From an optimization exercise on the open Yosys and OpenROAD flow, aimed at small area and a short achievable clock period; shortcuts taken in it are not production practice.
Function was not checked in any run shown here: the RTL went through the layout flow alone.
Power is estimated from default activity; no workload was simulated.

==> flow/design.v (outline; a module is shown in full before it is edited, if it fits) <==
// module worley_field_pipe: 3678 lines
// module wl_fa: 10 lines
// module wl_ha: 9 lines
module worley_field_pipe #(
  parameter int NUM_PTS    = 4,
  parameter int COORD_W    = 10,
  parameter int H_ACTIVE   = 640,
  parameter int V_ACTIVE   = 480,
  parameter int DIST_SHIFT = 8,
  parameter int OUT_W      = 8
) (
  input  logic               clk,
  input  logic               rst_n,
  input  logic               frame_start,
  input  logic               pix_valid,
  input  logic [COORD_W-1:0] x,
  input  logic [COORD_W-1:0] y,
  output logic               noise_valid,
  output logic [OUT_W-1:0]   noise,
  output logic [2:0]         cell_id,
  output logic               busy
);
  // ...
==> flow/run.sh <==
#!/bin/bash
# synth_recipe.tcl (not shown) runs the flow's synth.tcl, then flattens the netlist and writes it again
# the make line also repeats each setting of config.mk as NAME=value (left out here)
make -C /OpenROAD-flow-scripts/flow DESIGN_CONFIG=/design/flow/config.mk WORK_HOME=/design/flow/orfs CLKGATE_MAP_FILE= SYNTH_SCRIPT=/design/flow/synth_recipe.tcl finish
==> flow/config.mk <==
export PLATFORM = sky130hd
export DESIGN_NAME = worley_field_pipe
export DESIGN_NICKNAME = worley_field_pipe
export VERILOG_FILES = /design/flow/design.v
export SDC_FILE = /design/flow/constraint.sdc
export NUM_CORES = 4
export LEC_CHECK = 0
export CAP_MARGIN = 20
export CORE_MARGIN = 2
export CORE_UTILIZATION = 40
export SLEW_MARGIN = 20
export SYNTH_HIERARCHICAL = 1
export SYNTH_MINIMUM_KEEP_SIZE = 0
==> flow/constraint.sdc <==
create_clock -name core_clock -period 8.0 [get_ports {clk}]
set_input_delay 1.6000 -clock core_clock [delete_from_list [all_inputs] [get_ports {clk}]]
set_output_delay 1.6000 -clock core_clock [all_outputs]
set_load 0.01 [all_outputs]
==> insert_results.sql, run 1 <==
INSERT INTO impl_metrics (metric_group, metric, value, unit) VALUES
('routing', 'routed-via-count', '19554', ''),
('final_layout', 'nNonClkBuffers', '38', ''),
('pwr', 'clock_power', '2.52', 'mW'),
('synthesis', 'post_synth_and_or_nand_nor_area_fraction', '0.1547', ''),
('final_layout', 'inv_count', '210', ''),
('synthesis', 'post_synth_inst_count', '2802', ''),
('clock_tree', 'worst_skew_pair.late_latency', '0.62', 'ns'),
('floorplanning', 'core_area', '75570', 'um^2'),
('synthesis', 'yosys.area_share.adder', '0.3238', ''),
('setup_path', 'cp.buffers_inverters', '2', ''),
('setup_path', 'reg2regPathDepth', '6', ''),
('final_layout', 'final_nets', '3438', ''),
('final_layout', 'final-clk-cell-share', '0.05372', ''),
('routing', 'wirelength_met1', '29910', 'um'),
('pwr', 'pwr-share-comb', '0.473', ''),
('sta', 'max_clock_freq', '277.4', 'MHz'),
('synthesis', 'post-synth-top-count-cell', 'sky130_fd_sc_hd__dfxtp_1', ''),
('synthesis', 'postSynthNetCount', '3379', ''),
('final_layout', 'top_regs', 'px x40, py x40', ''),
('routing', 'wl_per_cell', '16.95', 'um'),
('floorplanning', 'n_tap_cell', '978', ''),
('setup_path', 'worst-path-stages', '4', ''),
('clock_tree', 'max-clock-path-buffers', '3', ''),
('final_layout', 'fin_util', '0.4450', ''),
('routing', 'number_of_nets_with_antenna_violations_after_detailed_routing', '0', ''),
('pwr', 'seq_power', '4.04', 'mW'),
('final_layout', 'share_of_cell_area_taken_by_multi_input_logic_gates', '0.5848', ''),
('sta', 'timing_hold_violations_final', '0', ''),
('pwr', 'p_comb', '5.90', 'mW'),
('final_layout', 'multi_input_comb_area', '19670', 'um^2'),
('floorplanning', 'boundaryPins', '37', ''),
('sta', 'final.period_utilization', '0.4506', ''),
('final_layout', 'seq_area_share', '0.2905', ''),
('placed_design', 'place_hpwl', '52260', 'um'),
('setup_path', 'crit-reg2reg-capture', 'rb1[11]', ''),
('placed_design', 'numPlacedInstances', '3783', ''),
('run_status', 'status', 'no timing/DRC/antenna violations', ''),
('final_layout', 'design.seq.count', '488', ''),
('clock_tree', 'cts.repair.resized', '0', ''),
('routing', 'routed_wirelength', '65800', 'um'),
('final_layout', 'flow.area_growth_from_synthesis', '10.69', '%'),
('synthesis', 'synth_xor_area_frac', '0.06168', ''),
('hold_path', 'timing.hold.worst.class', 'reg2reg', ''),
('sta', 'timing.setup.tns', '0', 'ns');
==> inputs of run 2 (changes only) <==
--- a/flow/config.mk
+++ b/flow/config.mk
@@ -8,6 +8,7 @@
 export CAP_MARGIN = 20
 export CORE_MARGIN = 2
 export CORE_UTILIZATION = 40
+export SETUP_SLACK_MARGIN = 4.8
 export SLEW_MARGIN = 20
 export SYNTH_HIERARCHICAL = 1
 export SYNTH_MINIMUM_KEEP_SIZE = 0
==> run 2 against run 1 <==
Still clean on timing, DRC and antenna. Power up 0.33%. Register-to-register slack better by 0.24 ns. Global-route usage about the same. Clock power about the same. Via count down 0.20%. Synthesized area unchanged. Critical path type is now reg2reg. First-iteration DRC count up 7.7%. Sequential power about the same.
==> insert_results.sql, run 2 <==
INSERT INTO impl_metrics (metric_group, metric, value, unit) VALUES
('final_layout', 'area_taken_by_flip_flops_and_latches', '9861', 'um^2'),
('setup_path', 'cp-end-kind', 'register', ''),
('global_route', 'grt_first_pass_wirelength', '108600', 'um'),
('synthesis', 'synth_enable_flop_cells', '0', ''),
('synthesis', 'synthDominantAreaCellType', 'sky130_fd_sc_hd__dfxtp_1', ''),
('clock_tree', 'cts-buffers-inserted', '54', ''),
('synthesis', 'synth_seq_area_share', '0.3215', ''),
('routing', 'dr.max_layer_used', 'met4', ''),
('sta', 'final.period_utilization', '0.3905', ''),
('final_layout', 'final_common_cell', 'sky130_fd_sc_hd__dfxtp_1', ''),
('pwr', 'leakagePower', '14.30', 'nW'),
('clock_tree', 'cts_hold_buffers', '0', ''),
('sta', 'timing_hold_violations_final', '0', ''),
('final_layout', 'multi_input_comb_area', '19760', 'um^2'),
('pwr', 'ratio_of_total_power_to_cell_area', '369.9', 'nW/um^2'),
('clock_tree', 'clk_pin_slew', '0.06', 'ns'),
('global_route', 'initial_antenna_violation_count', '1', ''),
('setup_path', 'cp_data_arrival_time', '3.60', 'ns'),
('setup_path', 'maximum_fanout_count_along_the_critical_path', '10', ''),
('routing', 'number_of_nets_with_antenna_violations_after_detailed_routing', '0', ''),
('synthesis', 'yosys_warnings', '9', ''),
('routing', 'routed-via-count', '19515', ''),
('synthesis', 'yosys_cell_types', '78', ''),
('sta', 'finalMaxSlewViolations', '0', ''),
('setup_path', 'required_time_of_the_critical_path', '8.47', 'ns'),
('global_route', 'via_count_of_the_first_global_routing_pass', '21025', ''),
('clock_tree', 'worst_skew_pair.late_latency', '0.62', 'ns'),
('sta', 'hold_ws', '0.4303', 'ns'),
('placed_design', 'numPlacedInstances', '3783', ''),
('setup_path', 'critPathLaunchType', 'register', ''),
('synthesis', 'synth.cells.most_frequent', 'sky130_fd_sc_hd__dfxtp_1 (488), sky130_fd_sc_hd__and2_1 (384), sky130_fd_sc_hd__fa_1 (364)', ''),
('sta', 'unrepaired_setup_endpoints_after_global_routing', 'true', ''),
('synthesis', 'syn-mean-instance-area', '10.84', 'um^2'),
('clock_tree', 'tritoncts_clock_tree', 'yes', ''),
('clock_tree', 'max-clock-path-buffers', '3', ''),
('placed_design', 'finalWeightedCongestion', '0.8410', ''),
('floorplanning', 'floorplan.die.width', '279.6', 'um'),
('setup_path', 'regToRegStartpoint', 'ax3[9]', ''),
('floorplanning', 'die_area', '78180', 'um^2'),
('final_layout', 'layoutNonFillerInstCount', '3882', ''),
('routing', 'wl_per_cell', '17.00', 'um'),
('setup_path', 'timing.setup.critical_path_class', 'reg2reg', ''),
('global_route', 'overflow', '0', ''),
('synthesis', 'postSynthNetCount', '3379', ''),
('pwr', 'worst_ir_drop_vdd', '0.1883', 'mV'),
('setup_path', 'cp_launch_point', 'ax3[9]', ''),
('routing', 'routed_wirelength', '65990', 'um'),
('sta', 'skew', '0.02876', 'ns'),
('sta', 'slew_headroom', '0.4425', ''),
('clock_tree', 'cts_htree_levels', '2', ''),
('final_layout', 'final_nets', '3438', ''),
('routing', 'drc', '0', ''),
('routing', 'wl_met2', '32370', 'um'),
('hold_path', 'min_from', 'rb3[0]', ''),
('sta', 'timing.final.setup_violations', '0', ''),
('floorplanning', 'boundaryPins', '37', ''),
('sta', 'finalCriticalPeriod', '3.124', 'ns'),
('clock_tree', 'cts_num_sinks', '488', ''),
('sta', 'max_clock_freq', '320.1', 'MHz'),
('synthesis', 'ys_ff_latch', '488', ''),
('final_layout', 'antennaDiodeCount', '0', ''),
('floorplanning', 'die_height', '279.6', 'um'),
('run', 'max_cap_violations', '0', ''),
('sta', 'timing.setup.tns', '0', 'ns'),
('synthesis', 'synth.area.top_cells', 'sky130_fd_sc_hd__dfxtp_1 (32%), sky130_fd_sc_hd__fa_1 (24%), sky130_fd_sc_hd__and2_1 (7.9%)', ''),
('floorplanning', 'core_area', '75570', 'um^2'),
('synthesis', 'post-synth-top-count-cell', 'sky130_fd_sc_hd__dfxtp_1', ''),
('sta', 'max_slew.worst_pin.slew', '0.8291', 'ns'),
('synthesis', 'synth_top_area_frac', '0.3215', ''),
('synthesis', 'post_synth_inst_count', '2802', ''),
('synthesis', 'synthFlopType', 'sky130_fd_sc_hd__dfxtp_1', ''),
('routing', 'wirelength_met1', '30200', 'um'),
('routing', 'detailedRoute.firstIterationViolations', '1048', ''),
('placed_design', 'place_hpwl', '52260', 'um'),
('synthesis', 'ys_async_sr_fraction', '0', ''),
('routing', 'met3_routed_length', '1790', 'um'),
('global_route', 'largest_net_degree_at_the_start_of_global_routing', '50', ''),
('placed_design', 'io_buffer_count', '35', ''),
('clock_tree', 'ctsRootBufferMaster', 'sky130_fd_sc_hd__clkbuf_16', ''),
('floorplanning', 'num_rows', '101', ''),
('final_layout', 'flow.area_growth_from_synthesis', '11.25', '%'),
('floorplanning', 'initial_core_util', '0.4021', ''),
('routing', 'detail_route.vias_per_cell', '5.027', ''),
('final_layout', 'fillCellCount', '6975', ''),
('synthesis', 'synthesis.area', '30390', 'um^2'),
('run_status', 'status', 'no timing/DRC/antenna violations', ''),
('final_layout', 'layout_common_cells', 'sky130_fd_sc_hd__dfxtp_1 (447), sky130_fd_sc_hd__and2_1 (384), sky130_fd_sc_hd__fa_1 (352)', ''),
('final_layout', 'drive_gt1_frac', '0.08368', ''),
('routing', 'firstDrtPassIters', '6', ''),
('global_route', 'track_usage', '0.1723', ''),
('final_layout', 'top_regs', 'px x40, py x40', ''),
('hold_path', 'timing.hold.worst.class', 'reg2reg', '');
==> run 2: path summary, 6_finish.rpt <==
| kind | slack, ns | to | cells after the start |
|---|---|---|---|
| max reg2reg | 4.88 | rb3[11] | 6 |
| max | 4.88 | rb3[11] | 6 |
| min reg2reg | 0.43 | d3[0] | 1 |
| min | 0.43 | d3[0] | 1 |
==> run 2: per-module statistics from Yosys (local to each module, per instance) <==
module | flops+latches | copies in the design | cell area, um^2 | cells inside
worley_field_pipe | 488 | 1 | 24120 | 2474
wl_fa | 0 | 288 | 20.02 | 1
wl_ha | 0 | 40 | 12.51 | 1
==> run 2: cells by family after synthesis <==
kind of cell / Yosys count / synth area share
AOI/OAI and AO/OA: 395 / 0.08516
other: 1 / 0.0001234
DFF: 488 / 0.3215
buffers and inverters: 245 / 0.03150
muxes: 48 / 0.02149
adders and majority gates: 571 / 0.3238
xor gates and xnor gates: 214 / 0.06168
and+or+nand+nor: 840 / 0.1547
==> run 2: routing by layer <==
metal,global-route usage,vias to the layer above
li1,-,9405
met1,0.2253,9712
met2,0.3009,298
met3,0.01827,100
met4,0.05087,0
met5,0,-
==> run 2: report_power, final <==
part           internal [mW]  switching [mW]  total, mW  leakage [nW]
sequential              3.37           0.684       4.06          4.08
clock                   1.48            1.05       2.52         0.867
combinational           2.96            2.96       5.93          9.35
==> run 2: through the flow <==
step | util | setup slack (ns) | total power [mW] | area, um^2
after floorplan | - | 4.945 | 8.349 | 30390
after global placement | 0.4211 | 4.303 | 9.945 | 31820
after detailed placement | 0.4211 | 4.295 | 10.13 | 31820
after CTS | 0.4458 | 4.714 | 12.72 | 33690
after global routing | 0.4473 | 4.733 | 13.75 | 33800
final | 0.4473 | 4.876 | 12.51 | 33800
==> run 2: critical path: stages, from the launching register on <==
cell                      delay, ns
sky130_fd_sc_hd__dfxtp_2       0.37
sky130_fd_sc_hd__and2_1        0.19
sky130_fd_sc_hd__fa_1          0.50
sky130_fd_sc_hd__fa_1          0.46
sky130_fd_sc_hd__fa_1          0.57
sky130_fd_sc_hd__fa_1          0.44
sky130_fd_sc_hd__fa_1          0.46
==> run 2: area by class of cell <==
| cell class | instances | share of cell area |
|---|---|---|
| clock buffer | 72 | 0.04404 |
| clock inverter | 27 | 0.009401 |
| inverter | 210 | 0.02332 |
| multi-input combinational | 2069 | 0.5845 |
| sequential | 488 | 0.2917 |
| tap | 978 | 0.03620 |
| timing repair buffer | 38 | 0.01088 |
==> run 2: timing repair <==
action / in CTS / in global routing
pin swaps: 1 / 7
resized for setup: 42 / 43
setup buffers: 0 / 0
endpoints found under the setup margin: 33 / 40
==> inputs of run 3 (changes only) <==
--- a/flow/config.mk
+++ b/flow/config.mk
@@ -7,7 +7,7 @@
 export LEC_CHECK = 0
 export CAP_MARGIN = 20
 export CORE_MARGIN = 2
-export CORE_UTILIZATION = 40
+export CORE_UTILIZATION = 60
 export SETUP_SLACK_MARGIN = 4.8
 export SLEW_MARGIN = 20
 export SYNTH_HIERARCHICAL = 1
==> run 3 against run 2 <==
Critical endpoint is now rb2[11]. Setup slack worse by 0.031 ns. Still clean. Synthesized area unchanged. Design area down 1.3%. Via count is 0.18% higher. Die area decreased by 33%.
==> insert_results.sql, run 3 <==
INSERT INTO impl_metrics (metric_group, metric, value, unit) VALUES
('final_layout', 'final_area', '33370', 'um^2'),
('floorplanning', 'core_area', '50070', 'um^2'),
('global_route', 'largest_net_degree_at_the_start_of_global_routing', '50', ''),
('floorplanning', 'num_rows', '82', ''),
('synthesis', 'post-synth-top-count-cell', 'sky130_fd_sc_hd__dfxtp_1', ''),
('global_route', 'via_count_of_the_first_global_routing_pass', '20791', ''),
('synthesis', 'synth.area.top_cells', 'sky130_fd_sc_hd__dfxtp_1 (32%), sky130_fd_sc_hd__fa_1 (24%), sky130_fd_sc_hd__and2_1 (7.9%)', ''),
('synthesis', 'synth_enable_flop_cells', '0', ''),
('setup_path', 'critPathMostFrequentCell', 'sky130_fd_sc_hd__fa_1', ''),
('setup_path', 'timing.reg2reg.setup_slack', '4.84', 'ns'),
('global_route', 'grt_use_met1', '0.3325', ''),
('routing', 'routed-via-count', '19551', ''),
('setup_path', 'timing.setup.critical_path_class', 'reg2reg', ''),
('global_route', 'grt-busiest-layer', 'met2', ''),
('sta', 'timing.setup.tns', '0', 'ns'),
('routing', 'firstDrtPassIters', '5', ''),
('setup_path', 'cp.buffers_inverters', '0', ''),
('setup_path', 'maximum_fanout_count_along_the_critical_path', '10', ''),
('synthesis', 'post_synth_inst_count', '2802', ''),
('setup_path', 'critPathLaunchType', 'register', ''),
('setup_path', 'crit-reg2reg-capture', 'rb2[11]', ''),
('run_status', 'status', 'no timing/DRC/antenna violations', ''),
('final_layout', 'fin_util', '0.6665', ''),
('floorplanning', 'die_area', '52460', 'um^2'),
('final_layout', 'flow.area_growth_from_synthesis', '9.825', '%'),
('synthesis', 'synthesis.area', '30390', 'um^2'),
('routing', 'drc', '0', ''),
('pwr', 'ratio_of_total_power_to_cell_area', '369.3', 'nW/um^2'),
('clock_tree', 'ctsRootBufferMaster', 'sky130_fd_sc_hd__clkbuf_16', ''),
('pwr', 'totalPowerFinal', '12.33', 'mW'),
('placed_design', 'dpl_cell_area', '31440', 'um^2'),
('hold_path', 'min_delay_path_depth', '0', ''),
('setup_path', 'required_time_of_the_critical_path', '8.48', 'ns'),
('final_layout', 'final_common_cell', 'sky130_fd_sc_hd__dfxtp_1', ''),
('run', 'max_cap_violations', '0', ''),
('sta', 'unrepaired_setup_endpoints_after_global_routing', 'true', ''),
('placed_design', 'detailedPlace.worstSlack', '4.467', 'ns'),
('placed_design', 'place_hpwl', '49980', 'um'),
('sta', 'worst_slack', '4.845', 'ns'),
('global_route', 'use_met3', '0.02677', ''),
('clock_tree', 'tritoncts_clock_tree', 'yes', ''),
('clock_tree', 'cts_num_sinks', '488', ''),
('floorplanning', 'initial_core_util', '0.6069', ''),
('synthesis', 'synthFlopType', 'sky130_fd_sc_hd__dfxtp_1', ''),
('routing', 'wl_per_cell', '17.45', 'um'),
('final_layout', 'top_regs', 'px x40, py x40', ''),
('final_layout', 'layoutNonFillerInstCount', '3569', ''),
('placed_design', 'finalWeightedCongestion', '0.8427', ''),
('sta', 'timing_hold_violations_final', '0', ''),
('clock_tree', 'max-clock-path-buffers', '3', ''),
('sta', 'final.period_utilization', '0.3944', ''),
('clock_tree', 'worst_skew_pair.late_latency', '0.60', 'ns'),
('setup_path', 'worst_path_max_delay_cell', 'sky130_fd_sc_hd__fa_1', ''),
('setup_path', 'regToRegStartpoint', 'ax2[7]', ''),
('sta', 'hold_ws', '0.4244', 'ns'),
('floorplanning', 'die_height', '229.0', 'um'),
('sta', 'timing.final.setup_violations', '0', ''),
('global_route', 'met2_usage', '0.4271', ''),
('final_layout', 'antennaDiodeCount', '0', ''),
('floorplanning', 'floorplan.die.width', '229.0', 'um'),
('hold_path', 'min_from', 'ax3[0]', ''),
('placed_design', 'numPlacedInstances', '3477', ''),
('clock_tree', 'clk_pin_slew', '0.06', 'ns'),
('setup_path', 'reg2regPathDepth', '6', ''),
('routing', 'routed_wirelength', '62280', 'um'),
('clock_tree', 'cts-buffers-inserted', '53', ''),
('routing', 'detailedRoute.firstIterationViolations', '1075', ''),
('sta', 'skew', '0.02522', 'ns'),
('routing', 'detail_route.vias_per_cell', '5.478', ''),
('final_layout', 'layout_common_cells', 'sky130_fd_sc_hd__dfxtp_1 (447), sky130_fd_sc_hd__and2_1 (384), sky130_fd_sc_hd__fa_1 (354)', ''),
('synthesis', 'postSynthNetCount', '3379', ''),
('setup_path', 'critical_path.top_delay_family', 'adder cells', ''),
('sta', 'finalCriticalPeriod', '3.155', 'ns'),
('clock_tree', 'cts_hold_buffers', '0', ''),
('final_layout', 'drive_gt1_frac', '0.07974', ''),
('clock_tree', 'cts_htree_levels', '2', ''),
('floorplanning', 'boundaryPins', '37', ''),
('global_route', 'initial_antenna_violation_count', '1', ''),
('routing', 'number_of_nets_with_antenna_violations_after_detailed_routing', '0', ''),
('synthesis', 'yosys_cell_types', '78', ''),
('hold_path', 'timing.hold.worst.class', 'reg2reg', ''),
('synthesis', 'synth_top_area_frac', '0.3215', ''),
('sta', 'finalMaxSlewViolations', '0', ''),
('setup_path', 'series_of_cell_instances_along_the_critical_path', 'and2_1, fa_1, fa_1, fa_1, fa_1, fa_1', ''),
('final_layout', 'final_nets', '3437', ''),
('hold_path', 'min_delay_worst_endpoint', 'ra3[0]', ''),
('global_route', 'grt_first_pass_wirelength', '104900', 'um'),
('sta', 'slew_headroom', '0.4570', ''),
('sta', 'max_clock_freq', '317.0', 'MHz'),
('synthesis', 'synthDominantAreaCellType', 'sky130_fd_sc_hd__dfxtp_1', ''),
('synthesis', 'yosys_warnings', '9', ''),
('sta', 'max_slew.worst_pin.slew', '0.8076', 'ns'),
('global_route', 'overflow', '0', ''),
('setup_path', 'cp-end-kind', 'register', ''),
('placed_design', 'io_buffer_count', '35', ''),
('pwr', 'leakagePower', '14.30', 'nW'),
('synthesis', 'ys_async_sr_fraction', '0', ''),
('pwr', 'worst_ir_drop_vdd', '0.2199', 'mV'),
('synthesis', 'syn-mean-instance-area', '10.84', 'um^2'),
('global_route', 'track_usage', '0.2474', ''),
('synthesis', 'ys_ff_latch', '488', ''),
('synthesis', 'synth_seq_area_share', '0.3215', ''),
('synthesis', 'synth.cells.most_frequent', 'sky130_fd_sc_hd__dfxtp_1 (488), sky130_fd_sc_hd__and2_1 (384), sky130_fd_sc_hd__fa_1 (364)', ''),
('setup_path', 'cp_data_arrival_time', '3.63', 'ns'),
('setup_path', 'critical-path-max-stage-delay', '0.54', 'ns');
[run 3: how the worst max path moves through the flow]
stage / slack (ns) / end / depth (start not counted) / from
detailed placement: 4.47 / py[2][5] / 6 / rst_n
floorplan: 4.94 / rb0[11] / 6 / ax0[9]
finish: 4.84 / rb2[11] / 6 / ax2[7]
CTS: 4.76 / busy / 4 / cnt[0]
global placement: 4.47 / py[2][5] / 6 / rst_n
global route: 4.69 / ax2[9] / 11 / px[2][2]
[run 3: cell families after synthesis]
| family | count (synthesis) | synth area share |
|---|---|---|
| DFF | 488 | 0.3215 |
| muxes | 48 | 0.02149 |
| buffers and inverters | 245 | 0.03150 |
| AOI/OAI and AO/OA | 395 | 0.08516 |
| and+or+nand+nor | 840 | 0.1547 |
| other | 1 | 0.0001234 |
| adders and majority gates | 571 | 0.3238 |
| xor gates and xnor gates | 214 | 0.06168 |
[run 3: metal layers]
layer,wire length (um),vias to the layer above,share of wire
met3,2136,113,0.034
met4,1606,0,0.026
met1,28230,9682,0.45
li1,-,9395,-
met2,30310,361,0.49
met5,0,-,0
[run 3: timing repair]
| item | CTS | global route |
|---|---|---|
| buffers inserted | 0 | 0 |
| pin swaps | 0 | 7 |
| resized for setup | 34 | 43 |
| hold endpoints to repair | 0 | 0 |
| setup endpoints to repair | 24 | 50 |
[run 3: report_power, final]
part           internal [mW]  switching (mW)  leakage [nW]
Clock                   1.52           0.981         0.876
Sequential              3.37           0.656          4.08
Combinational           2.92            2.88          9.35
Total                   7.81            4.51          14.3
[run 3: final cells by class]
type,instances,area [um^2]
multi-input cells,2069,19730
fillers,4047,16700
flip-flops and latches,488,9858
clock buffers,72,1520
well taps,672,840.8
inverters,210,788.3
repair buffers,38,367.9
clock inverters,20,269.0
[run 3: per-module statistics from Yosys, one instance, submodules excluded]
module / cells / copies in the design / cell area, um^2
worley_field_pipe: 2474 / 1 / 24120
wl_fa: 1 / 288 / 20.02
wl_ha: 1 / 40 / 12.51

## port drivers added, routing unchanged
In the flow no input, the clock included, has a driving cell. The finished layouts below were timed again as built, in two steps. Step 1, drivers: a clkbuf_16 drives clk and a buf_2 each remaining input, both assumed. Step 2, shift: input delay + t, output delay - t, t = (earliest + latest rising clock arrival at the registers) / 2. This alone moves slack from input paths to output paths. a / b / c = ideal ports / drivers / drivers and shift; a / b = the first two.
run | t (ns) | slack for setup (ns) | pins driven straight from the clock port
run 1 | 0.667 | 4.396 / 4.333 / 4.366 | 1
run 2 | 0.666 | 4.876 / 4.857 / 4.351 | 1
run 3 | 0.647 | 4.845 / 4.845 / 4.488 | 1
After both steps setup and hold are still met in every run listed. The setup slack of run 2, which loses most, moves by -0.019 ns with the drivers and by -0.525 ns with both steps.
